Context: an optimization exercise on an open-source flow, tuned for small area, a short achievable clock period and few clock cycles per item. The choices shown serve that exercise and are no tape-out recipe.
The RTL was checked by simulation tests, not by an equivalence proof against the original design.

==> flow/design.v <==
`default_nettype none
package ntt_pkg;
    typedef logic [16-1:0] coef_t;     
    typedef logic [4-1:0]  addr_t;     
    typedef logic [4-2:0]  tw_addr_t;  
    typedef enum logic [1:0] {
        st_idle,
        st_transform,
        st_drain
    } ntt_state_e;
endpackage
`default_nettype wire
`timescale 1ns/1ps
`default_nettype none
module ntt_core (
    input  logic  clk,
    input  logic  reset,
    input  logic  load_w,
    input  logic  load_data,
    input  logic  start,
    input  ntt_pkg::coef_t din,
    output logic  done,
    output logic  dout_valid,
    output ntt_pkg::coef_t dout
);
    localparam logic [1:0] K_NONE = 2'd0, K_BP = 2'd1, K_H = 2'd2, K_TW = 2'd3;
    logic        cw_r, cd_r, cs_r;   
    logic        idle_r;             
    logic        lw_act;             
    logic [3:0]  lw_cnt;             
    logic        cv_act;             
    logic [4:0]  cv_cnt;
    logic        tw_ready;           
    logic [5:0]  ph;                 
    logic        started;            
    logic        spec_ok;            
    logic        rc_act;             
    logic [3:0]  rc;
    logic        rc_ok;              
    logic [15:0] q_r;
    logic [15:0] tw [1:7];
    logic signed [16:0] sl [0:7];    
    logic signed [17:0] sm [8:11];   
    logic        [17:0] sh [12:15];  
    logic        [17:0] bl [0:3];    
    logic signed [17:0] bh [4:7];    
    logic acc_w, acc_d, acc_s, acc_any;
    assign acc_w   = idle_r && cw_r;
    assign acc_d   = idle_r && !cw_r && cd_r;
    assign acc_s   = idle_r && !cw_r && !cd_r && cs_r && ((ph == 6'd17) || (ph == 6'd18));
    assign acc_any = acc_w || acc_d || acc_s;
    logic loading;      
    logic idle;
    assign loading = acc_d || ((ph >= 6'd2) && (ph <= 6'd16));
    assign idle    = !acc_any && !lw_act && !loading && !started;
    logic proceed;      
    logic tx;
    assign proceed = (ph == 6'd18) && (started || acc_s) && spec_ok && !rc_act;
    assign tx      = ((ph >= 6'd19) && (ph <= 6'd39)) || proceed;
    logic        n_lw_act, n_cv_act, n_tw_ready, n_started, n_spec_ok, n_rc_act, n_rc_ok;
    logic [3:0]  n_lw_cnt, n_rc;
    logic [4:0]  n_cv_cnt;
    logic [5:0]  n_ph;
    always_comb begin
        n_lw_act = lw_act; n_lw_cnt = lw_cnt; n_cv_act = cv_act; n_cv_cnt = cv_cnt;
        n_tw_ready = tw_ready; n_ph = ph; n_started = started; n_spec_ok = spec_ok;
        n_rc_act = rc_act; n_rc = rc; n_rc_ok = rc_ok;
        if (acc_w) begin
            n_lw_act = 1'b1; n_lw_cnt = 4'd2; n_cv_act = 1'b0; n_tw_ready = 1'b0;
        end else if (lw_act) begin
            n_lw_cnt = lw_cnt + 4'd1;
            if (lw_cnt == 4'd9) begin
                n_lw_act = 1'b0; n_cv_act = 1'b1; n_cv_cnt = '0;
            end
        end else if (cv_act) begin
            n_cv_cnt = cv_cnt + 5'd1;
            if (cv_cnt == 5'd19) begin
                n_cv_act = 1'b0; n_tw_ready = 1'b1;
            end
        end
        if (acc_d) begin
            n_ph = 6'd2; n_spec_ok = 1'b1; n_rc_act = 1'b0;
        end else begin
            if (ph != 6'd0 && ph < 6'd18) n_ph = ph + 6'd1;
            else if (ph == 6'd18) begin
                if (proceed) n_ph = 6'd19;
            end else if (ph != 6'd0) begin
                n_ph = (ph == 6'd39) ? 6'd0 : ph + 6'd1;
            end
            if (acc_w) n_spec_ok = 1'b0;
            else if (ph >= 6'd10 && ph <= 6'd17 && !tw_ready) n_spec_ok = 1'b0;
            else if (rc_act && rc == 4'd9) n_spec_ok = rc_ok && tw_ready;
            if (acc_w) n_rc_ok = 1'b0;
            if (rc_act) begin
                n_rc = rc + 4'd1;
                if (rc == 4'd9) n_rc_act = 1'b0;
            end else if (ph == 6'd18 && !spec_ok && tw_ready) begin
                n_rc_act = 1'b1; n_rc = '0; n_rc_ok = 1'b1;
            end
        end
        if (acc_s) n_started = 1'b1;
        else if (tx && ph == 6'd39) n_started = 1'b0;
    end
    logic d_load, d_st1, d_st2, d_ph17, d_rot, d_bl0, d_conv, d_xo, d_out, d_oneg, d_oside, d_mside;
    logic d_at18, d_iss, d_usec, d_sub, d_f0;
    logic [1:0] d_om, d_kind, d_osrc, d_uv, d_vv;
    logic [2:0] d_idx, d_tw;
    logic c_load, c_st1, c_st2, c_ph17, c_rot, c_bl0, c_conv, c_xo, c_out, c_oneg, c_oside, c_mside;
    logic c_at18, c_iss, c_usec, c_sub, c_f0;
    logic [1:0] c_om, c_kind, c_osrc, c_uv, c_vv;
    logic [2:0] c_idx, c_tw;
    always_comb begin : decode
        logic n_run;    
        logic [5:0] f, o;
        n_run  = (n_ph >= 6'd19) && (n_ph <= 6'd39);
        d_load = (n_ph >= 6'd2) && (n_ph <= 6'd16);
        d_st1  = (n_ph >= 6'd10) && (n_ph <= 6'd16);
        d_st2  = (n_ph >= 6'd14) && (n_ph <= 6'd16);
        d_ph17 = (n_ph == 6'd17);
        d_rot  = n_rc_act && (n_rc <= 4'd7);
        d_bl0  = (n_ph == 6'd10) || (n_rc_act && n_rc == 4'd0);
        d_conv = n_cv_act && (n_cv_cnt <= 5'd9);
        o      = n_ph - 6'd22;
        d_xo   = n_run && (n_ph >= 6'd22) && (n_ph <= 6'd37);
        d_out  = n_run && (n_ph >= 6'd23) && (n_ph <= 6'd38);
        d_oneg = o[3];
        d_om   = o[2:1];
        d_f0   = (o[2:1] == 2'd0);
        d_oside = o[0];
        f = n_ph - 6'd20;
        d_at18 = 1'b0;
        d_iss = 1'b0; d_kind = K_NONE; d_idx = 3'd0; d_tw = 3'd1; d_usec = 1'b0;
        d_osrc = 2'd0; d_uv = 2'd0; d_vv = 2'd0; d_sub = 1'b1; d_mside = 1'b0;
        if (n_cv_act && (n_cv_cnt >= 5'd10) && (n_cv_cnt <= 5'd16)) begin
            d_iss = 1'b1; d_kind = K_TW; d_idx = 3'(n_cv_cnt - 5'd9); d_tw = 3'(n_cv_cnt - 5'd9);
            d_usec = 1'b1;
        end else if (n_rc_act) begin
            d_osrc = 2'd1; d_sub = 1'b0;
            if (n_rc != 4'd0 && n_rc <= 4'd7 && n_tw_ready) begin
                d_iss = 1'b1; d_kind = K_BP; d_idx = n_rc[2:0]; d_tw = n_rc[2:0];
            end
        end else if (n_ph >= 6'd10 && n_ph <= 6'd17) begin
            if (n_ph != 6'd10 && n_tw_ready) begin
                d_iss = 1'b1; d_kind = K_BP; d_idx = 3'(n_ph - 6'd10); d_tw = 3'(n_ph - 6'd10);
            end
        end else if ((n_ph == 6'd18 || n_run) && n_ph <= 6'd21) begin
            d_osrc = 2'd2; d_uv = n_ph[0] ? 2'd1 : 2'd0; d_vv = 2'd0; d_sub = 1'b0;
            d_mside = !n_ph[1]; d_at18 = (n_ph == 6'd18);
            d_iss = 1'b1; d_kind = K_H; d_idx = 3'(n_ph - 6'd18); d_tw = 3'd4;
        end else if (n_run && ((n_ph >= 6'd22 && n_ph <= 6'd27) || (n_ph >= 6'd30 && n_ph <= 6'd35))) begin
            d_osrc = 2'd2; d_iss = 1'b1; d_mside = f[0];
            case (f[2:1])
                2'd1:    begin d_uv = 2'd2; d_vv = 2'd1; d_sub = 1'b0; d_tw = 3'd2; end
                2'd2:    begin d_uv = 2'd3; d_vv = 2'd2; d_sub = 1'b1; d_tw = 3'd4; end
                default: begin d_uv = 2'd2; d_vv = 2'd1; d_sub = 1'b1; d_tw = 3'd6; end
            endcase
        end
    end
    always_ff @(posedge clk) begin
        c_load <= d_load; c_st1 <= d_st1; c_st2 <= d_st2; c_ph17 <= d_ph17; c_rot <= d_rot;
        c_bl0 <= d_bl0; c_conv <= d_conv; c_xo <= d_xo; c_out <= d_out; c_oneg <= d_oneg;
        c_oside <= d_oside; c_mside <= d_mside; c_at18 <= d_at18; c_iss <= d_iss; c_usec <= d_usec;
        c_sub <= d_sub; c_f0 <= d_f0; c_om <= d_om; c_kind <= d_kind; c_osrc <= d_osrc;
        c_uv <= d_uv; c_vv <= d_vv; c_idx <= d_idx; c_tw <= d_tw;
    end
    function automatic logic signed [19:0] vsel(input logic s, input int i);
        vsel = '0;
        case (i)
            0: vsel = s ? 20'(signed'({1'b0, bl[0]})) : 20'(signed'({1'b0, sh[15]}));
            1: vsel = s ? 20'(signed'({1'b0, bl[1]})) : 20'(signed'({1'b0, sh[14]}));
            2: vsel = s ? 20'(signed'({1'b0, bl[2]})) : 20'(signed'({1'b0, sh[13]}));
            3: vsel = s ? 20'(signed'({1'b0, bl[3]})) : 20'(signed'({1'b0, sh[12]}));
            4: vsel = s ? 20'(bh[4]) : 20'(sm[11]);
            5: vsel = s ? 20'(bh[5]) : 20'(sm[10]);
            6: vsel = s ? 20'(bh[6]) : 20'(sm[9]);
            default: vsel = s ? 20'(bh[7]) : 20'(sm[8]);
        endcase
    endfunction
    logic [15:0] qq;
    assign qq = q_r;
    logic signed [17:0] st1_a;       
    logic signed [17:0] st1_d;       
    logic        [18:0] st2_s0;
    logic signed [18:0] st2_s1;
    assign st1_a  = 18'(sm[8]) + 18'(sl[0]);
    assign st1_d  = 18'(sm[8]) - 18'(sl[0]);
    assign st2_s0 = 19'(sh[12]) + 19'(st1_a);
    assign st2_s1 = signed'({1'b0, sh[12]}) - 19'(st1_a);
    logic signed [19:0] op_u, op_v;
    logic [18:0] op_a;
    always_comb begin
        case (c_osrc)
            2'd0:    begin op_u = 20'(sm[8]); op_v = 20'(sl[0]); end
            2'd1:    begin op_u = 20'(sl[7]); op_v = '0; end
            default: begin
                case (c_uv)
                    2'd0:    op_u = vsel(c_mside, 7);
                    2'd1:    op_u = vsel(c_mside, 6);
                    2'd2:    op_u = vsel(c_mside, 5);
                    default: op_u = vsel(c_mside, 1);
                endcase
                case (c_vv)
                    2'd1:    op_v = vsel(c_mside, 7);
                    2'd2:    op_v = vsel(c_mside, 3);
                    default: op_v = '0;
                endcase
            end
        endcase
    end
    assign op_a = 19'(op_u + (op_v ^ {20{c_sub}}) + 20'(c_sub) + (c_bl0 ? 20'(qq) : 20'({qq, 2'b00})));
    logic [34:0] mm_t;               
    logic [23:0] mm_u;               
    logic        mm_va, mm_vb;
    logic [1:0]  mm_ka, mm_kb;
    logic [2:0]  mm_ia, mm_ib;
    logic [15:0] mm_r;               
    logic [16:0] mm_f;               
    logic [11:0] qh;
    assign qh = qq[15:4];
    logic [20:0] ub;
    logic [3:0]  mbq;
    logic [23:0] vb;
    always_comb begin : mont_b
        ub = {1'b0, mm_t[19:0]};
        for (int i = 0; i < 3; i++) begin
            mbq = 4'(-ub[3:0]);
            ub = 21'(ub[20:4]) + 21'(ub[3:0] != 4'd0) + 21'(mbq * qh);
        end
        vb = 24'(ub[16:0]) + {1'b0, mm_t[34:20], 8'b0};
    end
    logic [23:0] uc;
    logic [3:0]  mcq;
    logic [17:0] rd;
    always_comb begin : mont_c
        uc = mm_u;
        for (int i = 0; i < 2; i++) begin
            mcq = 4'(-uc[3:0]);
            uc = 24'(uc[23:4]) + 24'(uc[3:0] != 4'd0) + 24'(mcq * qh);
        end
        mm_f = uc[16:0];
        rd = {1'b0, uc[16:0]} - {2'b0, qq};
        mm_r = rd[17] ? uc[15:0] : rd[15:0];
    end
    logic signed [20:0] o_e1, o_e2, o_f1, o_f2;
    logic signed [20:0] x_n, x_r;
    always_comb begin
        o_e1 = c_om[0] ? 21'(vsel(c_oside, 4)) : 21'(vsel(c_oside, 0));
        o_e2 = c_om[0] ? 21'(vsel(c_oside, 6)) : 21'(vsel(c_oside, 2));
        o_f1 = c_f0 ? 21'(vsel(c_oside, 1)) : 21'(mm_f);
        o_f2 = c_f0 ? 21'(vsel(c_oside, 3)) : 21'(0);
        x_n  = o_e1 + (o_e2 ^ {21{c_om[1]}}) + (o_f1 ^ {21{c_oneg}}) + (o_f2 ^ {21{c_oneg}})
               + 21'(c_om[1]) + 21'({c_oneg, 1'b0});
    end
    function automatic logic [21:0] csub(input logic [21:0] u, input logic [21:0] k);
        logic [22:0] d;
        d = {1'b0, u} - {1'b0, k};
        csub = d[22] ? u : d[21:0];
    endfunction
    logic signed [20:0] red_in;
    logic [15:0] red_out;
    assign red_in = c_conv ? signed'({1'b0, dout, 4'b0}) : x_r;
    always_comb begin : red5
        logic [21:0] u;
        u = 22'(red_in[20] ? 20'(red_in) + {qq, 4'b0} : 20'(red_in));
        u = csub({2'b0, u[19:0]}, {3'b0, qq, 3'b0});
        u = csub({2'b0, u[19:0]}, {4'b0, qq, 2'b0});
        u = csub({3'b0, u[18:0]}, {5'b0, qq, 1'b0});
        u = csub({4'b0, u[17:0]}, {6'b0, qq});
        red_out = u[15:0];
    end
    always_ff @(posedge clk or posedge reset) begin
        if (reset) begin
            cw_r <= 1'b0; cd_r <= 1'b0; cs_r <= 1'b0; idle_r <= 1'b0;
            lw_act <= 1'b0; lw_cnt <= '0;
            cv_act <= 1'b0; cv_cnt <= '0; tw_ready <= 1'b0;
            ph <= '0; started <= 1'b0; spec_ok <= 1'b0;
            rc_act <= 1'b0; rc <= '0; rc_ok <= 1'b0;
            mm_va <= 1'b0; mm_vb <= 1'b0;
            done <= 1'b0; dout_valid <= 1'b0;
        end else begin
            cw_r <= load_w; cd_r <= load_data; cs_r <= start; idle_r <= idle;
            done       <= tx && (ph == 6'd22);
            dout_valid <= tx && (ph >= 6'd23) && (ph <= 6'd38);
            lw_act <= n_lw_act; lw_cnt <= n_lw_cnt; cv_act <= n_cv_act; cv_cnt <= n_cv_cnt;
            tw_ready <= n_tw_ready; ph <= n_ph; started <= n_started; spec_ok <= n_spec_ok;
            rc_act <= n_rc_act; rc <= n_rc; rc_ok <= n_rc_ok;
            mm_va <= c_iss && (!c_at18 || proceed) && !acc_w && !acc_d;
            mm_vb <= mm_va && !acc_w && !acc_d;
        end
    end
    always_ff @(posedge clk) begin
        mm_t  <= (c_usec ? 19'(dout) : op_a) * tw[c_tw];
        mm_ka <= c_kind; mm_ia <= c_idx;
        mm_u  <= vb;
        mm_kb <= mm_ka; mm_ib <= mm_ia;
        x_r   <= x_n;
        if (mm_vb) begin
            case (mm_kb)
                K_TW: tw[mm_ib] <= mm_r;
                K_BP: begin
                    if (mm_ib <= 3'd3) bl[mm_ib[1:0]] <= {2'b0, mm_r};
                    else begin
                        bl[mm_ib[1:0]] <= bl[mm_ib[1:0]] + {2'b0, mm_r};
                        bh[mm_ib]      <= signed'(bl[mm_ib[1:0]]) - signed'({2'b0, mm_r});
                    end
                end
                default: ;
            endcase
        end
        if (lw_act && lw_cnt <= 4'd8) tw[3'(lw_cnt - 4'd1)] <= din;
        if (lw_act && lw_cnt == 4'd9) q_r <= din;
        if (lw_act && lw_cnt == 4'd9) dout <= 16'd1;
        else if (c_conv || c_out) dout <= red_out;
        if (c_load || acc_d) begin
            sl[0] <= signed'({1'b0, din});
            for (int k = 1; k < 8; k++) sl[k] <= sl[k - 1];
            sm[8] <= 18'(sl[7]);
            for (int k = 9; k < 12; k++) sm[k] <= sm[k - 1];
            sh[12] <= 18'(sm[11]);
            for (int k = 13; k < 16; k++) sh[k] <= sh[k - 1];
            if (c_st1) begin
                sl[1] <= 17'(st1_d);
                sm[9] <= st1_a;
            end
            if (c_st2) begin
                sh[13] <= 18'(st2_s0);
                sm[9]  <= 18'(st2_s1);
            end
        end else if (c_ph17) begin
            sl[0]  <= 17'(st1_d);
            sm[8]  <= 18'(st2_s1);
            sh[12] <= 18'(st2_s0);
        end else if (c_rot) begin
            sl[0] <= sl[7];
            for (int k = 1; k < 8; k++) sl[k] <= sl[k - 1];
        end
        if (c_bl0) bl[0] <= 18'(op_a);
        if (mm_vb && mm_kb == K_H) begin
            case (mm_ib[1:0])
                2'd0: sm[8]  <= 18'(mm_r);
                2'd1: sm[9]  <= 18'(mm_r);
                2'd2: bh[7]  <= 18'(mm_r);
                default: bh[6] <= 18'(mm_r);
            endcase
        end
    end
endmodule
`default_nettype wire
==> flow/flow/run.sh <==
#!/bin/bash
set -euo pipefail
cd "$(dirname "$0")/.."
bash standard.sh "BUFFER_PORTS_ARGS=-buffer_cell sky130_fd_sc_hd__buf_2" finish > make_finish.log 2>&1
==> flow/standard.sh <==
#!/bin/bash
# synth_recipe.tcl (not shown) runs the flow's synth.tcl, then flattens the netlist and writes it again
# the make line also repeats each setting of config.mk as NAME=value (left out here)
make -C /OpenROAD-flow-scripts/flow DESIGN_CONFIG=/design/flow/config.mk WORK_HOME=/design/flow/orfs CLKGATE_MAP_FILE= SYNTH_SCRIPT=/design/flow/synth_recipe.tcl "${@:-finish}"
==> flow/config.mk <==
export PLATFORM = sky130hd
export DESIGN_NAME = ntt_core
export DESIGN_NICKNAME = ntt_core
export VERILOG_FILES = /design/flow/design.v
export SDC_FILE = /design/flow/constraint.sdc
export NUM_CORES = 4
export LEC_CHECK = 0
export CAP_MARGIN = 20
export CORE_MARGIN = 2
export CORE_UTILIZATION = 40
export CTS_CLUSTER_DIAMETER = 150
export CTS_CLUSTER_SIZE = 25
export SLEW_MARGIN = 20
==> flow/constraint.sdc <==
create_clock -name core_clock -period 95.0 [get_ports {clk}]
set_input_delay 19.0000 -clock core_clock [delete_from_list [all_inputs] [get_ports {clk}]]
set_output_delay 19.0000 -clock core_clock [all_outputs]
set_load 0.01 [all_outputs]
==> results of run 1 <==
==> flip-flops by register name, indices dropped and copies added, names as in the netlist, 3 cells and up, named ones only <==
signal  cells
lw_cnt      4
mm_ia       3
c_idx       3
tw        112
bl         72
cv_cnt      5
bh         72
sh         72
sl        136
ph          6
mm_u       24
sm         72
mm_ib       3
rc          4
x_r        21
mm_t       35
q_r        16
dout       16
==> worst paths after layout <==
kind                       startpoint        to  slack [ps]
min in group asynchronous       reset     ph[3]       18430
min                          mm_ia[0]  mm_ib[0]         330
max in group asynchronous       reset  tw_ready       76250
max                           dout[6]   dout[6]       74740
min reg2reg                  mm_ia[0]  mm_ib[0]         330
max reg2reg                    c_conv  dout[15]       79960
==> layer usage <==
| layer | up-vias | routed length, microns |
|---|---|---|
| li1 | 22000 | - |
| met4 | 6 | 9990 |
| met5 | - | 33 |
| met1 | 24300 | 85700 |
| met2 | 2211 | 92800 |
| met3 | 395 | 17900 |
==> per-stage QoR <==
| step | area [sq um] | worst slack [ps] | cells |
|---|---|---|---|
| finish | 67400 | 74740 | 8584 |
| global route | 67400 | 74680 | 8580 |
| CTS | 67400 | 74730 | 8579 |
| detailed placement | 66300 | 75330 | 8516 |
| global placement | 66300 | 75350 | 8516 |
| floorplan | 63400 | 75250 | 6567 |
==> cells by family after synthesis <==
kind of cell | synth area share, %
AOI/OAI and AO/OA | 12.5
xor gates and xnor gates | 5.58
adders and majority gates | 25.1
buffers and inverters | 6.78
DFF | 31.2
muxes | 7.08
and+or+nand+nor | 11.8
==> Yosys cell counts (9+ instances only) <==
master / number / area, sq um
inv_1: 840 / 3150
nand2_1: 624 / 2340
nor2_1: 526 / 1970
edfxtp_1: 511 / 15300
ha_1: 501 / 6270
fa_1: 481 / 9630
a21oi_1: 465 / 2330
xnor2_1: 262 / 2290
o21ai_0: 260 / 1300
clkbuf_1: 242 / 908
dfxtp_1: 179 / 3580
mux2i_1: 166 / 1660
xor2_1: 142 / 1240
and2_1: 116 / 726
mux2_2: 109 / 1230
a21o_1: 79 / 593
o22ai_1: 77 / 482
nand3_1: 73 / 365
a211oi_1: 69 / 518
mux4_2: 69 / 1550
nor2b_1: 67 / 419
nor3_1: 66 / 330
o21bai_1: 65 / 488
buf_1: 51 / 191
nand2b_1: 51 / 319
and3_1: 38 / 238
o21a_1: 37 / 278
dfrtp_1: 34 / 851
a31oi_1: 28 / 175
o211ai_1: 25 / 188
a22oi_1: 24 / 180
o21ai_1: 24 / 120
or2_2: 24 / 150
or3_1: 21 / 131
a221oi_1: 18 / 158
o31ai_1: 18 / 135
a21boi_0: 15 / 113
nand3b_1: 11 / 82.6
nand4_1: 11 / 68.8
nor3b_1: 11 / 82.6
o31a_1: 10 / 87.6
a211o_1: 9 / 78.8
==> final cells by class <==
cell class / instances / area, sq um / share of cell area [%]
diodes: 5 / 12.5 / 0.0186
clock buffers: 56 / 997 / 1.48
clock inverters: 7 / 108 / 0.160
inverters: 843 / 3170 / 4.70
multi-input cells: 4700 / 39500 / 58.6
flip-flops and latches: 724 / 19800 / 29.4
well taps: 2072 / 2590 / 3.85
repair buffers: 177 / 1240 / 1.84
==> worst register-to-register path: cells and delay by family, from the launching register on <==
kind	cells	cell delay, ps
and+or+nand+nor	10	1680
xor gates and xnor gates	1	170
buffers and inverters	3	880
muxes	5	2020
adders and majority gates	6	2290
DFF	1	330
AOI/OAI and AO/OA	30	7520
==> summary.md, run 1 <==
| Metric | Value |
|---|---|
| Status | timing/DRC/antenna clean |
| Met3 usage | 3.50% |
| WP data arrival | 1260 ps |
| Largest net degree at the start of global routing | 90 |
| Postcts setup bufs | 0 |
| Die Y | just over 400 microns |
| Overflow after GRT | 0 |
| Synthesized area per cell | 9.66 sq um |
| Required time of the critical path | ~76000 ps |
| Setup crit start kind | flip-flop |
| Cts repair resizes | 0 |
| Util after Layout | 42.7% |
| Vias | 49000 |
| Grt peak-use layer | met2 |
| Met1 Use GR | 34.6% |
| CTS buffer count | 36 |
| WL final | 206000 microns |
| Post-DP HPWL | 155000 microns |
| Clk root buf | clkbuf_16 |
| Die Wd | around 400 microns |
| Num ports | 39 |
| Synth unique cells | 84 |
| GRT Overall Usage | 25.3% |
| Worst slew pin tran | around 1200 ps |
| Peak per-stage delay on the critical path | 430 ps |
| Final Hold Viols | 0 |
| Number of synthesized flops with an enable pin | 511 |
| ANT nets after route | 0 |
| Tmin final | slightly above 20000 ps |
| Path type of the worst min-delay path | flip-flop to flip-flop |
| Clock skew | roughly 44 ps |
| Clock latency on the worst-skew pair | 660 ps |
| Residual DRC count | 0 |
| Min Hold Slack | 328 ps |
| RSZ-0062 raised after global routing | no |
| Ys Warns | 4 |
| First-pass GRT wire length | 307000 microns |
| Standard cell core area | between 0.15 and 0.2 sq mm |
| Die footprint | 0.162 sq mm |
| M2 GR Usage | between 40 and 50% |
| Share of post-route cells with drive strength above 1 | 7.47% |
| Post-synthesis sequential element count | between 700 and 800 |
| CP cell instances | buf_2 |
| Highest clock rate | 0.0494 GHz |
| FFs w/ async S/R, synth | 4.70% |
| Gp weighted congestion | ~0.95 |
| Syn Nets | 7570 |
| Post-CTS Hold Fix Bufs | 0 |
| Crit. End Element | output pin |
| Iter 0 DRT Violations | between 4000 and 5000 |
| Slew margin rel. | 21.9% |
| Area Growth Syn to Fin | 6.29% |
| Critical path's top delay family | flip-flops |
| Clock-pin slew on the worst setup and hold paths | 110 ps |
| Cell Area, Synth | 0.0634 sq mm |
| H-tree Lvls | 2 |
| Post-DR wirelength/cell | 24.0 microns |
| Clock Path Buffers | 3 |
| Final worst path period share | 21.3% |
| Worst R2R Path Depth | 55 |
| Vias in the first global route | 48100 |
| CTS tree | done |
| Port-buffer cells | 38 |
| Post-synth top flop | edfxtp_1 |
| Worst Path Buf+Inv | 1 |
| Post-synthesis sequential area ratio | 31.2% |
| # rows | ~150 |
| Slowest CP cell | dfxtp_1 |
| CTS Sinks | 724 |
| Most common cell after layout, fill and taps aside | inv_1 |
| Setup TNS | 0 ps |
| Initial Util | between 40% and 50% |
| Antenna violations before repair | 15 |
| Slew Limit Fails | 0 |
| First-pass DRT Iterations | 6 |
| Fill cells | ~15000 |
| Levels on crit path | 1 |
| Nets | 7485 |
| Max-Cap Viols | 0 |
| Synthesized instance count | 6567 |
| Most frequent cells in the layout | inv_1, nand2_1, nor2_1, edfxtp_1, ha_1 |
| DR vias/cell | between 5 and 6 |
| WHS Path Cells | 0 |
| Critical Path Fanout Max | 5 |
| Final setup vio count | 0 |
| Crit Path Class | flip-flop to output pin |
Testbench counts, summed over its fixed seeds: cycles 5,296, items 128.
==> run 2, diff against run 1 <==
--- a/flow/config.mk
+++ b/flow/config.mk
@@ -10,4 +10,4 @@
 export CORE_UTILIZATION = 40
 export CTS_CLUSTER_DIAMETER = 150
-export CTS_CLUSTER_SIZE = 25
+export CTS_CLUSTER_SIZE = 20
 export SLEW_MARGIN = 20
==> summary.md, run 2 <==
| Metric | Value |
|---|---|
| Met1 Use GR | 34.7% (was 34.6%) |
| Clock Path Buffers | 3 (unchanged) |
| Post-synthesis sequential area ratio | 31.2% (unchanged) |
| Dominant cell type by area after synthesis | edfxtp_1 (unchanged) |
| Area Growth Syn to Fin | 6.56% (was 6.29%) |
| GRT Overall Usage | 25.3% (about the same) |
| Synthesized area per cell | 9.66 sq um (unchanged) |
| Gp weighted congestion | 0.950 (unchanged) |
| Clk root buf | clkbuf_16 (unchanged) |
| Clock skew | 36.2 ps (was 44.2 ps) |
| RSZ-0062 raised after global routing | no (unchanged) |
| Post-synthesis sequential element count | 724 (unchanged) |
| Mux contribution to synthesized area | 7.08% (unchanged) |
| Highest clock rate | 0.0494 GHz (about the same) |
| Synth area leaders | edfxtp_1, fa_1, ha_1, dfxtp_1, inv_1 (unchanged) |
| Cts repair resizes | 0 (unchanged) |
| Post-CTS Hold Fix Bufs | 0 (unchanged) |
| Most frequent cells in the layout | inv_1, nand2_1, nor2_1, edfxtp_1, ha_1 (unchanged) |
| First-pass GRT wire length | 307000 microns (about the same) |
| Largest register FFs | 136 (unchanged) |
| CTS buffer count | 43 (was 36) |
| Status | timing/DRC/antenna clean (unchanged) |
| Vias | 49100 (was 49000) |
| Antenna violations before repair | 16 (was 15) |
| Initial Util | 40.2% (unchanged) |
| Post-route design area | 0.0676 sq mm (was 0.0674 sq mm) |
| Worst setup margin | 74740 ps (about the same) |
| Cell Area, Synth | 0.0634 sq mm (unchanged) |
| Nets | 7492 (was 7485) |
| CP cell instances | buf_2 (unchanged) |
| Synthesized instance count | 6567 (unchanged) |
| Largest registers | sl x136, tw x112 (unchanged) |
| Met3 usage | 3.49% (was 3.50%) |
| WP data arrival | 1260 ps (about the same) |
| Yosys top cell area share | 24.2% (unchanged) |
| Port-buffer cells | 38 (unchanged) |
| Die Y | 402 microns (unchanged) |
| Count leader, synth | inv_1 (unchanged) |
| Iter 0 DRT Violations | 5013 (was 4652) |
| Vias in the first global route | 48200 (was 48100) |
| Clock-pin slew on the worst setup and hold paths | 100 ps (was 110 ps) |
| Largest net degree at the start of global routing | 90 (unchanged) |
| Slew Limit Fails | 0 (unchanged) |
| Number of synthesized flops with an enable pin | 511 (unchanged) |
| Post-DP HPWL | 155000 microns (unchanged) |
| Compound-Gate Fraction of Synth Area | 12.5% (unchanged) |
| FFs w/ async S/R, synth | 4.70% (unchanged) |
| Die footprint | 0.162 sq mm (unchanged) |
| WL final | 207000 microns (was 206000 microns) |
| Largest family of logic cells by synthesized area | adder cells (unchanged) |
| First-pass DRT Iterations | 8 (was 6) |
| Share of post-route cells with drive strength above 1 | 7.54% (was 7.47%) |
| # rows | 146 (unchanged) |
| Crit Path Class | flip-flop to output pin (unchanged) |
| CTS tree | done (unchanged) |
| Clock latency on the worst-skew pair | 680 ps (was 660 ps) |
| ANT nets after route | 0 (unchanged) |
| Worst Path Buf+Inv | 1 (unchanged) |
| M2 GR Usage | 39.9% (was 40.1%) |
| Path type of the worst min-delay path | flip-flop to flip-flop (unchanged) |
| Final setup vio count | 0 (unchanged) |
| Max-Cap Viols | 0 (unchanged) |
| Overflow after GRT | 0 (unchanged) |
| Critical path's top delay family | flip-flops (unchanged) |
| Standard cell core area | 0.158 sq mm (unchanged) |
| Synth cell count leaders | inv_1, nand2_1, nor2_1, edfxtp_1, ha_1 (unchanged) |
| Critical Path Fanout Max | 5 (unchanged) |
| Post-DP Area | 0.0663 sq mm (unchanged) |
| Synth Area in Adders | 25.1% (unchanged) |
| Die Wd | 402 microns (unchanged) |
| Tmin final | 20260 ps (about the same) |
| Postcts setup bufs | 0 (unchanged) |
| Peak per-stage delay on the critical path | 420 ps (was 430 ps) |
| Post-DR wirelength/cell | 24.0 microns (about the same) |
| DR vias/cell | 5.71 (about the same) |
| Syn Nets | 7570 (unchanged) |
| Worst slew pin tran | 1210 ps (was 1170 ps) |
| Most common cell after layout, fill and taps aside | inv_1 (unchanged) |
| Setup crit start kind | flip-flop (unchanged) |
| Post-Place Setup Slack | 75330 ps (unchanged) |
| Setup TNS | 0 ps (unchanged) |
| Synth Area in XOR/XNOR | 5.58% (unchanged) |
| Post-synth top flop | edfxtp_1 (unchanged) |
| CTS Sinks | 724 (unchanged) |
| Most flop-heavy register | sl (unchanged) |
| H-tree Lvls | 2 (unchanged) |
| Slew margin rel. | 19.3% (was 21.9%) |
| Synth unique cells | 84 (unchanged) |
| Slowest CP cell | dfxtp_1 (unchanged) |
| Grt peak-use layer | met2 (unchanged) |
| Crit. End Element | output pin (unchanged) |
| Residual DRC count | 0 (unchanged) |
| Final Hold Viols | 0 (unchanged) |
| Final worst path period share | 21.3% (about the same) |
| Post-Synth Simple-Gate Area | 11.8% (unchanged) |
| Ys Warns | 4 (unchanged) |
| Num ports | 39 (unchanged) |
| Required time of the critical path | 76000 ps (about the same) |
==> run 2: logic make-up (layout without fill, tap and decap cells) <==
family	Yosys count	after routing
multiplexers	348	348
AO/OA/AOI/OAI	1295	1295
adder cells (fa/ha/maj)	982	982
other	0	1
flip-flops	724	724
AND/OR/NAND/NOR	1671	1671
buffers and inverters	1143	1099
XOR/XNOR	404	404
==> run 2: per-layer routing <==
metal,vias to the layer above,share of wire (%)
met5,-,0.020
met4,6,5.1
met3,451,8.7
met2,2222,45
met1,24300,42
li1,22000,-
==> run 2: path summary, 6_finish.rpt <==
check	start	endpoint	slack, ps	depth (start not counted)
min in group asynchronous	reset	ph[3]	18420	3
worst min-delay path	mm_ia[0]	mm_ib[0]	320	0
worst max register to register	c_conv	dout[15]	80000	55
worst min register to register	mm_ia[0]	mm_ib[0]	320	0
max in group asynchronous	reset	mm_vb	76250	3
worst max-delay path	dout[6]	dout[6]	74740	1
==> run 2: stage by stage <==
step                util, %  cells  hold slack, ps
floorplan                 -   6567             310
global placement       42.0   8516             312
detailed placement     42.0   8516             312
CTS                    42.8   8595             325
global route           42.8   8596             338
finish                 42.8   8596             321
==> run 2: area by class of cell <==
class	count	area (sq um)
sequential	724	19800
clock buffer	72	1180
tap	2072	2590
antenna	1	2.50
timing repair buffer	177	1240
inverter	843	3170
fill	15500	90300
multi-input combinational	4700	39500
clock inverter	7	98.8
==> run 3, diff against run 2 <==
--- a/flow/design.v
+++ b/flow/design.v
@@ -216,4 +216,8 @@
     logic [15:0] mm_r;               
     logic [16:0] mm_f;               
+    logic        [17:0] t_sum;       
+    logic signed [17:0] t_dif;       
+    assign t_sum = bl[mm_ib[1:0]] + {2'b0, mm_r};
+    assign t_dif = signed'(bl[mm_ib[1:0]]) - signed'({2'b0, mm_r});
     logic [11:0] qh;
     assign qh = qq[15:4];
@@ -297,10 +301,13 @@
         if (mm_vb) begin
             case (mm_kb)
-                K_TW: tw[mm_ib] <= mm_r;
                 K_BP: begin
-                    if (mm_ib <= 3'd3) bl[mm_ib[1:0]] <= {2'b0, mm_r};
-                    else begin
-                        bl[mm_ib[1:0]] <= bl[mm_ib[1:0]] + {2'b0, mm_r};
-                        bh[mm_ib]      <= signed'(bl[mm_ib[1:0]]) - signed'({2'b0, mm_r});
+                    for (int j = 0; j < 4; j++) begin
+                        if (mm_ib[1:0] == 2'(j)) begin
+                            if (!mm_ib[2]) bl[j] <= {2'b0, mm_r};
+                            else begin
+                                bl[j]     <= (j == 0) ? t_sum : {1'b0, t_sum[16:0]};
+                                bh[j + 4] <= (j == 0) ? t_dif : {t_dif[16], t_dif[16:0]};
+                            end
+                        end
                     end
                 end
@@ -309,4 +316,5 @@
         end
         if (lw_act && lw_cnt <= 4'd8) tw[3'(lw_cnt - 4'd1)] <= din;
+        else if (mm_vb && mm_kb == K_TW) tw[mm_ib] <= mm_r;
         if (lw_act && lw_cnt == 4'd9) q_r <= din;
         if (lw_act && lw_cnt == 4'd9) dout <= 16'd1;
==> summary.md, run 3 <==
| Metric | Value |
|---|---|
| Cts repair resizes | 0 (unchanged) |
| Peak per-stage delay on the critical path | 500 ps (was 420 ps) |
| Syn Nets | 7451 (was 7570) |
| WL final | 196000 microns (was 207000 microns) |
| Num ports | 39 (unchanged) |
| Iter 0 DRT Violations | 5174 (was 5013) |
| Clk root buf | clkbuf_16 (unchanged) |
| Post-DR wirelength/cell | 23.1 microns (was 24.0 microns) |
| Post-DP HPWL | 151000 microns (was 155000 microns) |
| Gp weighted congestion | 0.957 (was 0.950) |
| Clock skew | 25.1 ps (was 36.2 ps) |
| FFs w/ async S/R, synth | 4.72% (was 4.70%) |
| Largest net degree at the start of global routing | 72 (was 90) |
| Count leader, synth | inv_1 (unchanged) |
| Vias in the first global route | 47000 (was 48200) |
| Hold Crit Start | mm_ia[2] (was mm_ia[0]) |
| Max-Cap Viols | 0 (unchanged) |
| Initial Util | 40.4% (was 40.2%) |
| Most common cell after layout, fill and taps aside | inv_1 (unchanged) |
| Synth unique cells | 88 (was 84) |
| Most frequent cells in the layout | inv_1, nand2_1, ha_1, fa_1, edfxtp_1 (was inv_1, nand2_1, nor2_1, edfxtp_1, ha_1) |
| # rows | 144 (was 146) |
| R2r setup slk | 79440 ps (was 80000 ps) |
| Postcts setup bufs | 0 (unchanged) |
| Clock Path Buffers | 3 (unchanged) |
| First-pass GRT wire length | 296000 microns (was 307000 microns) |
| Slew Limit Fails | 0 (unchanged) |
| CTS tree | done (unchanged) |
| Final Hold Viols | 0 (unchanged) |
| Standard cell core area | 0.154 sq mm (was 0.158 sq mm) |
| Critical Path Fanout Max | 5 (unchanged) |
| Die footprint | 0.159 sq mm (was 0.162 sq mm) |
| DR vias/cell | 5.66 (was 5.71) |
| H-tree Lvls | 2 (unchanged) |
| Worst R2R Path Depth | 62 (was 55) |
| Most flop-heavy register | sl (unchanged) |
| Status | timing/DRC/antenna clean (unchanged) |
| Area Growth Syn to Fin | 6.80% (was 6.56%) |
| Path type of the worst min-delay path | flip-flop to flip-flop (unchanged) |
| Min Hold Slack | 332 ps (was 321 ps) |
| Synthesized area per cell | 9.68 sq um (was 9.66 sq um) |
| Largest register FFs | 136 (unchanged) |
| Post-CTS Hold Fix Bufs | 0 (unchanged) |
| Share of post-route cells with drive strength above 1 | 7.36% (was 7.54%) |
| Final worst path period share | 21.4% (was 21.3%) |
| Setup TNS | 0 ps (unchanged) |
| Ys Warns | 6 (was 4) |
| Setup crit start kind | flip-flop (unchanged) |
| Worst reg2reg endpoint | dout[14] (was dout[15]) |
| Synthesized instance count | 6448 (was 6567) |
| Die Y | 399 microns (was 402 microns) |
| CTS Sinks | 720 (was 724) |
| Crit. End Element | output pin (unchanged) |
| Critical path's top delay family | flip-flops (unchanged) |
| Final setup vio count | 0 (unchanged) |
| Slowest CP cell | dfxtp_1 (unchanged) |
| First-pass DRT Iterations | 7 (was 8) |
| Worst Path Buf+Inv | 1 (unchanged) |
| Highest clock rate | 0.0491 GHz (was 0.0494 GHz) |
| RR Startpoint | c_conv (unchanged) |
| Post-synth top flop | edfxtp_1 (unchanged) |
| Largest registers | sl x136, tw x112 (unchanged) |
| RSZ-0062 raised after global routing | no (unchanged) |
| Die Wd | 399 microns (was 402 microns) |
| Worst slew pin tran | 1250 ps (was 1210 ps) |
| Number of synthesized flops with an enable pin | 475 (was 511) |
| Nets | 7411 (was 7492) |
| Clock latency on the worst-skew pair | 670 ps (was 680 ps) |
| Synth area leaders | edfxtp_1, fa_1, ha_1, dfxtp_1, inv_1 (unchanged) |
| WHS Path Cells | 0 (unchanged) |
| Post-synthesis sequential element count | 720 (was 724) |
| WP data arrival | 1350 ps (was 1260 ps) |
| Synth cell count leaders | inv_1, nand2_1, ha_1, fa_1, edfxtp_1 (was inv_1, nand2_1, nor2_1, edfxtp_1, ha_1) |
| GRT Overall Usage | 24.7% (was 25.3%) |
| Antenna violations before repair | 11 (was 16) |
| Required time of the critical path | 76000 ps (about the same) |
| Cell Area, Synth | 0.0624 sq mm (was 0.0634 sq mm) |
| CP cell instances | buf_2 (unchanged) |
| Yosys top cell area share | 22.9% (was 24.2%) |
| Residual DRC count | 0 (unchanged) |
| Crit Path Class | flip-flop to output pin (unchanged) |
| Post-synthesis sequential area ratio | 31.0% (was 31.2%) |
| Hold Path End | mm_ib[2] (was mm_ib[0]) |
| Clock-pin slew on the worst setup and hold paths | 90 ps (was 100 ps) |
| Overflow after GRT | 0 (unchanged) |
| Slew margin rel. | 16.2% (was 19.3%) |
| Dominant cell type by area after synthesis | edfxtp_1 (unchanged) |
| Port-buffer cells | 38 (unchanged) |
| CTS buffer count | 44 (was 43) |
| ANT nets after route | 0 (unchanged) |
| Tmin final | 20350 ps (was 20260 ps) |
| Vias | 48000 (was 49100) |
[run 3: worst max path at each step]
stage | depth (start not counted) | slack, ps | from | endpoint
6_report | 1 | 74650 | dout[2] | dout[2]
4_1_cts | 1 | 74630 | dout[2] | dout[2]
2_1_floorplan | 1 | 75250 | reset | cd_r
3_5_place_dp | 3 | 75090 | din[8] | tw[1][8]
5_1_grt | 1 | 74620 | dout[2] | dout[2]
3_3_place_gp | 3 | 75130 | din[8] | tw[1][8]
[run 3: metrics by stage]
step           util [%]  std cells  cell area [sq um]  setup WS (ps)
3_5_place_dp       42.3       8406              65300          75090
6_report           43.2       8488              66600          74650
2_1_floorplan         -       6448              62400          75250
3_3_place_gp       42.3       8405              65300          75130
4_1_cts            43.1       8487              66600          74630
5_1_grt            43.2       8487              66600          74620
[run 3: kinds of logic after synthesis]
kind of cell	Yosys count	share of synthesized area, %
flops	720	31.0
simple gates	1673	12.0
buf+inv	1129	6.82
mux	331	6.91
compound gates	1238	12.5
fa+ha+maj	982	25.5
xor+xnor	375	5.29
[run 3: worst register-to-register path: cells and delay by family (launching register included)]
family	cells	cell delay, ps
xor+xnor	1	170
buf+inv	5	1070
fa+ha+maj	6	2100
flops	1	320
compound gates	40	8990
mux	3	950
simple gates	7	1870
[run 3: per-layer routing]
| metal | vias up | GRT usage, % | share of wire (%) |
|---|---|---|---|
| met5 | - | 0 | 0.027 |
| li1 | 21800 | - | - |
| met3 | 264 | 4.38 | 9.5 |
| met4 | 8 | 7.20 | 3.1 |
| met2 | 2060 | 38.3 | 44 |
| met1 | 23900 | 35.3 | 44 |
[run 3: cell type report]
cell class / count / area (sq um)
flip-flops and latches: 720 / 19400
repair buffers: 166 / 1150
multi-input cells: 4599 / 39000
clock inverters: 11 / 121
fillers: 14700 / 87800
inverters: 877 / 3300
well taps: 2044 / 2560
diodes: 1 / 2.50
clock buffers: 70 / 1200
Testbench counts of run 3, summed over its fixed seeds: cycles 5,296, items 128.
==> run 4, diff against run 3 <==
==> flow/flow/run.sh (replaced) <==
#!/bin/bash
set -euo pipefail
cd "$(dirname "$0")/.."
BUF="BUFFER_PORTS_ARGS=-buffer_cell sky130_fd_sc_hd__buf_4"
bash standard.sh "$BUF" place > make_place.log 2>&1
RES=$(ls -d orfs/results/*/ntt_core/base)
ODB="$RES/3_place.odb" openroad -no_init -exit flow/upsize.tcl > upsize.log 2>&1
bash standard.sh "$BUF" finish > make_finish.log 2>&1
==> flow/flow/upsize.tcl (new file) <==
# Stronger drive for the output-port registers (same cell type), then legalize the placement.
read_db $::env(ODB)
set db [ord::get_db]
set block [ord::get_db_block]
set swaps {sky130_fd_sc_hd__dfxtp_1 sky130_fd_sc_hd__dfxtp_4 sky130_fd_sc_hd__dfrtp_1 sky130_fd_sc_hd__dfrtp_4}
set n 0
foreach inst [$block getInsts] {
  set name [$inst getName]
  if {[regexp {^(dout\\?\[[0-9]+\\?\]|dout_valid|done)\$} $name] || [regexp {^(dout\[[0-9]+\]|dout_valid|done)\$} $name]} {
    set m [[$inst getMaster] getName]
    foreach {from to} $swaps {
      if {$m eq $from} {
        $inst swapMaster [$db findMaster $to]
        incr n
        puts "upsized $name $from -> $to"
      }
    }
  }
}
puts "upsized $n registers"
detailed_placement
check_placement -verbose
write_db $::env(ODB)
==> summary.md, run 4 <==
| Metric | Value |
|---|---|
| Required time of the critical path | 76000 ps (about the same) |
| Synth cell count leaders | inv_1, nand2_1, ha_1, fa_1, edfxtp_1 (unchanged) |
| CTS tree | done (unchanged) |
| Gp weighted congestion | 0.947 (was 0.957) |
| Post-DR wirelength/cell | 23.2 microns (was 23.1 microns) |
| Setup crit start kind | flip-flop (unchanged) |
| Setup TNS | 0 ps (unchanged) |
| Critical path's top delay family | flip-flops (unchanged) |
| CP cell instances | buf_4 (was buf_2) |
| # rows | 144 (unchanged) |
| Min Hold Slack | 326 ps (was 332 ps) |
| Clock-pin slew on the worst setup and hold paths | 80 ps (was 90 ps) |
| GRT Overall Usage | 24.7% (about the same) |
| Clock Path Buffers | 3 (unchanged) |
| Standard cell core area | 0.154 sq mm (unchanged) |
| FFs w/ async S/R, synth | 4.72% (unchanged) |
| Largest net degree at the start of global routing | 90 (was 72) |
| Vias | 47800 (was 48000) |
| Initial Util | 40.4% (unchanged) |
| Worst slew pin tran | 1230 ps (was 1250 ps) |
| WL final | 197000 microns (was 196000 microns) |
| Synth area leaders | edfxtp_1, fa_1, ha_1, dfxtp_1, inv_1 (unchanged) |
| Slowest CP cell | dfrtp_4 (was dfxtp_1) |
| Worst Path Buf+Inv | 1 (unchanged) |
| Synthesized instance count | 6448 (unchanged) |
| Status | timing/DRC/antenna clean (unchanged) |
| First-pass DRT Iterations | 8 (was 7) |
| Vias in the first global route | 46800 (was 47000) |
| Nets | 7409 (was 7411) |
| ANT nets after route | 0 (unchanged) |
| Post-CTS Hold Fix Bufs | 0 (unchanged) |
| Clock latency on the worst-skew pair | 700 ps (was 670 ps) |
| Post-synthesis sequential area ratio | 31.0% (unchanged) |
| Final worst path period share | 21.4% (about the same) |
| H-tree Lvls | 2 (unchanged) |
| Cell Area, Synth | 0.0624 sq mm (unchanged) |
| Slew Limit Fails | 0 (unchanged) |
| Area Growth Syn to Fin | 7.07% (was 6.80%) |
| WP data arrival | 1310 ps (was 1350 ps) |
| Dpl cells | 8402 (was 8406) |
| Critical Path Fanout Max | 1 (was 5) |
| Post-route design area | 0.0668 sq mm (was 0.0666 sq mm) |
| Number of synthesized flops with an enable pin | 475 (unchanged) |
| Die footprint | 0.159 sq mm (unchanged) |
| Ys Warns | 6 (unchanged) |
| Residual DRC count | 0 (unchanged) |
| Most frequent cells in the layout | inv_1, nand2_1, ha_1, fa_1, edfxtp_1 (unchanged) |
| Dominant cell type by area after synthesis | edfxtp_1 (unchanged) |
| Final Non-Filler Cells | 8486 (was 8488) |
| Highest clock rate | 0.0492 GHz (was 0.0491 GHz) |
| Slew margin rel. | 17.2% (was 16.2%) |
| Synth unique cells | 88 (unchanged) |
| Clock skew | 60.9 ps (was 25.1 ps) |
| Post-synthesis sequential element count | 720 (unchanged) |
| Postcts setup bufs | 0 (unchanged) |
| RSZ-0062 raised after global routing | no (unchanged) |
| Max-Cap Viols | 0 (unchanged) |
| Overflow after GRT | 0 (unchanged) |
| Antenna violations before repair | 12 (was 11) |
| Synthesized area per cell | 9.68 sq um (unchanged) |
| DR vias/cell | 5.64 (was 5.66) |
| Post-DP Area | 0.0654 sq mm (was 0.0653 sq mm) |
| Tmin final | 20310 ps (was 20350 ps) |
| First-pass GRT wire length | 295000 microns (was 296000 microns) |
| Die Y | 399 microns (unchanged) |
| Peak per-stage delay on the critical path | 470 ps (was 500 ps) |
| Final setup vio count | 0 (unchanged) |
| Yosys top cell area share | 22.9% (unchanged) |
| Cts repair resizes | 0 (unchanged) |
| Iter 0 DRT Violations | 4527 (was 5174) |
| CTS buffer count | 44 (unchanged) |
| Share of post-route cells with drive strength above 1 | 7.58% (was 7.36%) |
| Crit Path Class | flip-flop to output pin (unchanged) |
| Count leader, synth | inv_1 (unchanged) |
| Num ports | 39 (unchanged) |
| Syn Nets | 7451 (unchanged) |
| CTS Sinks | 720 (unchanged) |
| Path type of the worst min-delay path | flip-flop to flip-flop (unchanged) |
| Largest register FFs | 136 (unchanged) |
| Most common cell after layout, fill and taps aside | inv_1 (unchanged) |
| Largest registers | sl x136, tw x112 (unchanged) |
| Post-DP HPWL | 152000 microns (was 151000 microns) |
| Clk root buf | clkbuf_16 (unchanged) |
| Final Hold Viols | 0 (unchanged) |
| Die Wd | 399 microns (unchanged) |
| Port-buffer cells | 38 (unchanged) |
| Crit. End Element | output pin (unchanged) |
| Most flop-heavy register | sl (unchanged) |
| Post-synth top flop | edfxtp_1 (unchanged) |
[run 4: metrics by stage]
stage,setup slack (ps),util [%]
3_3_place_gp,75210,42.3
3_5_place_dp,75180,42.3
6_report,74690,43.3
5_1_grt,74660,43.3
4_1_cts,74660,43.2
2_1_floorplan,75250,-
[run 4: worst paths after layout]
check / slack, ps / cells after the start / end / startpoint
min in group asynchronous: 18390 / 3 / started / reset
worst min register to register: 330 / 0 / mm_ia[1] / c_idx[1]
max in group asynchronous: 76270 / 3 / dout_valid / reset
worst min-delay path: 330 / 0 / mm_ia[1] / c_idx[1]
worst max-delay path: 74690 / 1 / dout_valid / dout_valid
worst max register to register: 79300 / 62 / dout[4] / c_conv
[run 4: logic make-up after synthesis]
logic type | after synthesis | share of synthesized area, %
compound gates | 1238 | 12.5
xor+xnor | 375 | 5.29
mux | 331 | 6.91
flops | 720 | 31.0
buf+inv | 1129 | 6.82
fa+ha+maj | 982 | 25.5
simple gates | 1673 | 12.0
[run 4: layout make-up]
| class | count | area, sq um |
|---|---|---|
| Clock buffer | 71 | 1200 |
| Multi-Input combinational cell | 4599 | 39000 |
| Antenna cell | 1 | 2.50 |
| Clock inverter | 10 | 138 |
| Timing Repair Buffer | 164 | 1230 |
| Inverter | 877 | 3300 |
| Sequential cell | 720 | 19400 |
| Fill cell | 14700 | 87600 |
| Tap cell | 2044 | 2560 |
[run 4: metal layers]
layer  global-route usage [%]  vias to the layer above  wire length [microns]
li1                         -                    21800                      -
met1                     34.9                    23800                  85700
met2                     38.2                     1975                  86400
met3                     4.92                      270                  18600
met4                     7.48                        6                   6290
met5                        0                        -                     41
==> run 5, diff against run 4 <==
--- a/flow/design.v
+++ b/flow/design.v
@@ -210,4 +210,24 @@
     assign op_a = 19'(op_u + (op_v ^ {20{c_sub}}) + 20'(c_sub) + (c_bl0 ? 20'(qq) : 20'({qq, 2'b00})));
     logic [34:0] mm_t;               
+    logic [18:0] mm_x;
+    logic [15:0] mm_w;
+    logic [34:0] mm_p;
+    assign mm_x = c_usec ? 19'(dout) : op_a;
+    assign mm_w = tw[c_tw];
+    logic [20:0] mm_x3;
+    assign mm_x3 = {2'b0, mm_x} + {1'b0, mm_x, 1'b0};
+    always_comb begin : mult
+        logic [20:0] row;
+        mm_p = '0;
+        for (int j = 0; j < 8; j++) begin
+            case (mm_w[2*j +: 2])
+                2'd0:    row = '0;
+                2'd1:    row = {2'b0, mm_x};
+                2'd2:    row = {1'b0, mm_x, 1'b0};
+                default: row = mm_x3;
+            endcase
+            mm_p = mm_p + (35'(row) << (2*j));
+        end
+    end
     logic [23:0] mm_u;               
     logic        mm_va, mm_vb;
@@ -222,27 +242,36 @@
     logic [11:0] qh;
     assign qh = qq[15:4];
-    logic [20:0] ub;
-    logic [3:0]  mbq;
+    logic [13:0] qh3;
+    assign qh3 = {2'b0, qh} + {1'b0, qh, 1'b0};
+    function automatic logic [13:0] qsel(input logic [1:0] d);
+        case (d)
+            2'd0:    qsel = '0;
+            2'd1:    qsel = {2'b0, qh};
+            2'd2:    qsel = {1'b0, qh, 1'b0};
+            default: qsel = qh3;
+        endcase
+    endfunction
+    function automatic logic [20:0] mstep(input logic [24:0] u);
+        logic [3:0] m;
+        m = 4'(-u[3:0]);
+        mstep = 21'(u[24:4]) + 21'(u[3:0] != 4'd0) + 21'(qsel(m[1:0])) + 21'({qsel(m[3:2]), 2'b0});
+    endfunction
+    logic [16:0] ub1, ub2, ub3;
     logic [23:0] vb;
     always_comb begin : mont_b
-        ub = {1'b0, mm_t[19:0]};
-        for (int i = 0; i < 3; i++) begin
-            mbq = 4'(-ub[3:0]);
-            ub = 21'(ub[20:4]) + 21'(ub[3:0] != 4'd0) + 21'(mbq * qh);
-        end
-        vb = 24'(ub[16:0]) + {1'b0, mm_t[34:20], 8'b0};
+        ub1 = 17'(mstep(25'(mm_t[19:0])));
+        ub2 = 17'(mstep(25'(ub1)));
+        ub3 = 17'(mstep(25'(ub2)));
+        vb  = 24'(ub3) + {1'b0, mm_t[34:20], 8'b0};
     end
-    logic [23:0] uc;
-    logic [3:0]  mcq;
+    logic [19:0] uc4;
+    logic [16:0] uc5;
     logic [17:0] rd;
     always_comb begin : mont_c
-        uc = mm_u;
-        for (int i = 0; i < 2; i++) begin
-            mcq = 4'(-uc[3:0]);
-            uc = 24'(uc[23:4]) + 24'(uc[3:0] != 4'd0) + 24'(mcq * qh);
-        end
-        mm_f = uc[16:0];
-        rd = {1'b0, uc[16:0]} - {2'b0, qq};
-        mm_r = rd[17] ? uc[15:0] : rd[15:0];
+        uc4 = 20'(mstep(25'(mm_u)));
+        uc5 = 17'(mstep(25'(uc4)));
+        mm_f = uc5;
+        rd = {1'b0, uc5} - {2'b0, qq};
+        mm_r = rd[17] ? uc5[15:0] : rd[15:0];
     end
     logic signed [20:0] o_e1, o_e2, o_f1, o_f2;
@@ -294,5 +323,5 @@
     end
     always_ff @(posedge clk) begin
-        mm_t  <= (c_usec ? 19'(dout) : op_a) * tw[c_tw];
+        mm_t  <= mm_p;
         mm_ka <= c_kind; mm_ia <= c_idx;
         mm_u  <= vb;
==> flow/flow/run.sh (replaced) <==
#!/bin/bash
set -euo pipefail
cd "$(dirname "$0")/.."
bash standard.sh "BUFFER_PORTS_ARGS=-buffer_cell sky130_fd_sc_hd__buf_2" finish > make_finish.log 2>&1
--- a/flow/config.mk
+++ b/flow/config.mk
@@ -8,5 +8,5 @@
 export CAP_MARGIN = 20
 export CORE_MARGIN = 2
-export CORE_UTILIZATION = 40
+export CORE_UTILIZATION = 55
 export CTS_CLUSTER_DIAMETER = 150
 export CTS_CLUSTER_SIZE = 20
removed: flow/flow/upsize.tcl
==> summary.md, run 5 <==
| Metric | Value |
|---|---|
| Setup crit start kind | flip-flop (unchanged) |
| ANT nets after route | 0 (unchanged) |
| Die Y | 331 microns (was 399 microns) |
| Residual DRC count | 0 (unchanged) |
| Postcts setup bufs | 0 (unchanged) |
| Metal2 WL | 89100 microns (was 86400 microns) |
| Slowest CP cell | dfxtp_1 (was dfrtp_4) |
| Nets | 6914 (was 7409) |
| H-tree Lvls | 2 (unchanged) |
| Critical path's top delay family | flip-flops (unchanged) |
| Post-synthesis sequential area ratio | 32.8% (was 31.0%) |
| Slew margin rel. | 13.1% (was 17.2%) |
| Final Hold Viols | 0 (unchanged) |
| Synth area leaders | edfxtp_1, ha_1, fa_1, dfxtp_1, a21oi_1 (was edfxtp_1, fa_1, ha_1, dfxtp_1, inv_1) |
| Post-synthesis sequential element count | 720 (unchanged) |
| Synth cell count leaders | nand2_1, inv_1, a21oi_1, nor2_1, edfxtp_1 (was inv_1, nand2_1, ha_1, fa_1, edfxtp_1) |
| Hold Crit Start | mm_ia[1] (was c_idx[1]) |
| R2r setup slk | 79650 ps (was 79300 ps) |
| Synthesized instance count | 6265 (was 6448) |
| Worst R2R Path Depth | 62 (unchanged) |
| Post-DR wirelength/cell | 27.3 microns (was 23.2 microns) |
| Worst slew pin tran | 1290 ps (was 1230 ps) |
| Initial Util | 55.2% (was 40.4%) |
| Largest net degree at the start of global routing | 120 (was 90) |
| RSZ-0062 raised after global routing | no (unchanged) |
| Worst Path Buf+Inv | 1 (unchanged) |
| Tmin final | 20280 ps (was 20310 ps) |
| WHS Path Cells | 0 (unchanged) |
| Required time of the critical path | 76000 ps (about the same) |
| Count leader, synth | nand2_1 (was inv_1) |
| Cell Area, Synth | 0.0590 sq mm (was 0.0624 sq mm) |
| Critical Path Fanout Max | 4 (was 1) |
| Post-DP HPWL | 158000 microns (was 152000 microns) |
| Peak per-stage delay on the critical path | 400 ps (was 470 ps) |
| Top sig layer | met5 (unchanged) |
| First-pass GRT wire length | 304000 microns (was 295000 microns) |
| Highest clock rate | 0.0493 GHz (was 0.0492 GHz) |
| Vias in the first global route | 45000 (was 46800) |
| Most flop-heavy register | sl (unchanged) |
| Most frequent cells in the layout | nand2_1, inv_1, a21oi_1, nor2_1, edfxtp_1 (was inv_1, nand2_1, ha_1, fa_1, edfxtp_1) |
| Number of synthesized flops with an enable pin | 475 (unchanged) |
| Standard cell core area | 0.107 sq mm (was 0.154 sq mm) |
| Most common cell after layout, fill and taps aside | nand2_1 (was inv_1) |
| Post-CTS Hold Fix Bufs | 0 (unchanged) |
| Multi-input gate area | 0.0366 sq mm (was 0.0390 sq mm) |
| Share of post-route cells with drive strength above 1 | 8.50% (was 7.58%) |
| DR vias/cell | 6.37 (was 5.64) |
| Fill cells | 9511 (was 14700) |
| Dominant cell type by area after synthesis | edfxtp_1 (unchanged) |
| Clock-pin slew on the worst setup and hold paths | 100 ps (was 80 ps) |
| Worst reg2reg endpoint | dout[9] (was dout[4]) |
| Yosys top cell area share | 24.2% (was 22.9%) |
| Status | timing/DRC/antenna clean (unchanged) |
| Clock latency on the worst-skew pair | 670 ps (was 700 ps) |
| Iter 0 DRT Violations | 5542 (was 4527) |
| Met3 Routed Length | 23100 microns (was 18600 microns) |
| Final setup vio count | 0 (unchanged) |
| FFs w/ async S/R, synth | 4.72% (unchanged) |
| Port-buffer cells | 38 (unchanged) |
| Post-synth top flop | edfxtp_1 (unchanged) |
| Cts repair resizes | 0 (unchanged) |
| Path type of the worst min-delay path | flip-flop to flip-flop (unchanged) |
| WL final | 208000 microns (was 197000 microns) |
| CTS buffer count | 42 (was 44) |
| WP data arrival | 1280 ps (was 1310 ps) |
| Crit Path Class | flip-flop to output pin (unchanged) |
| Clk root buf | clkbuf_16 (unchanged) |
| Die Wd | 331 microns (was 399 microns) |
| CTS Sinks | 720 (unchanged) |
| Largest register FFs | 136 (unchanged) |
| Crit. End Element | output pin (unchanged) |
| Area Growth Syn to Fin | 5.69% (was 7.07%) |
| Final worst path period share | 21.3% (was 21.4%) |
| Vias | 48600 (was 47800) |
| Setup TNS | 0 ps (unchanged) |
| RR Startpoint | c_conv (unchanged) |
| Die footprint | 0.110 sq mm (was 0.159 sq mm) |
| Register area | 0.0194 sq mm (about the same) |
| Hold Path End | mm_ib[1] (was mm_ia[1]) |
| Clock skew | 33.0 ps (was 60.9 ps) |
| Max-Cap Viols | 0 (unchanged) |
| Synth unique cells | 93 (was 88) |
| Util after Layout | 58.4% (was 43.3%) |
| # rows | 120 (was 144) |
| CTS tree | done (unchanged) |
| Ys Warns | 6 (unchanged) |
| Antenna violations before repair | 28 (was 12) |
| DRT met1 WL | 86500 microns (was 85700 microns) |
| Gp weighted congestion | 0.997 (was 0.947) |
| GRT Overall Usage | 37.2% (was 24.7%) |
| Clock Path Buffers | 3 (unchanged) |
| Syn Nets | 7001 (was 7451) |
| Largest registers | sl x136, tw x112 (unchanged) |
| First-pass DRT Iterations | 6 (was 8) |
| Overflow after GRT | 0 (unchanged) |
| Synthesized area per cell | 9.41 sq um (was 9.68 sq um) |
| Slew Limit Fails | 0 (unchanged) |
| CP cell instances | buf_2 (was buf_4) |
| Num ports | 39 (unchanged) |
-- run 5: metal layers --
layer | up-vias | track usage, %
met5 | - | 0
met4 | 38 | 15.2
met3 | 377 | 9.07
met2 | 2476 | 55.5
met1 | 23700 | 52.0
li1 | 22000 | -
-- run 5: final cells by class --
cell class | instances | area share [%]
sequential | 720 | 31.1
clock inverter | 5 | 0.129
timing repair buffer | 189 | 2.15
antenna | 16 | 0.0643
multi-input combinational | 4700 | 58.7
clock buffer | 71 | 1.86
tap | 1403 | 2.82
inverter | 525 | 3.17
-- run 5: worst max path at each step --
stage | start | to | slack (ps) | cells after the start
finish | dout[14] | dout[14] | 74720 | 1
CTS | dout[14] | dout[14] | 74710 | 1
detailed placement | din[9] | tw[1][9] | 75190 | 3
global placement | din[9] | tw[1][9] | 75210 | 3
floorplan | reset | cd_r | 75250 | 1
global route | dout[14] | dout[14] | 74720 | 1
-- run 5: metrics by stage --
step	std cells	hold slack [ps]	cell area, sq um	setup slack, ps
after floorplan	6265	310	59000	75250
final	7629	331	62300	74720
after CTS	7611	332	62200	74710
after detailed placement	7535	313	61000	75190
after global placement	7535	311	61000	75210
after global routing	7616	340	62300	74720
-- run 5: cell families (layout without fill, tap and decap cells) --
group	Yosys count	in the layout	share of synthesized area, %
xor+xnor	416	416	6.23
fa+ha+maj	715	715	18.3
compound gates	1711	1711	17.9
buf+inv	845	790	5.43
simple gates	1476	1476	11.0
other cells	0	16	0
mux	382	382	8.29
flops	720	720	32.8
Testbench counts of run 5, summed over its fixed seeds: cycles 5,296, items 128.

[what the ideal ports hide]
No port has a modelled driver above. Below, the same layouts with a new extraction and two added sets of constraints.
Step 1, drivers: a clkbuf_16 drives clk and a buf_2 each remaining input, both assumed.
Step 2 times the ports against the registers' clock, not the clock port: input delays grow and output delays shrink by t, the midpoint of the rising clock arrivals with the driver on.
a / b / c = no drivers / after step 1 / after step 2; a / b = the first two.
run	t (ns)	slack for setup (ns)	worst setup path after step 2	clock arrival spread, ns
run 1	0.716	74.742 / 74.669 / 75.323	input to register	0.044 / 0.045
run 2	0.735	74.739 / 74.661 / 75.301	input to register	0.044 / 0.044
run 3	0.732	74.648 / 74.571 / 75.053	input to register	0.036 / 0.035
run 4	0.758	74.693 / 74.608 / 75.131	input to register	0.061 / 0.061
run 5	0.730	74.723 / 74.642 / 75.184	input to register	0.035 / 0.035
After both steps setup and hold are still met in every run listed.
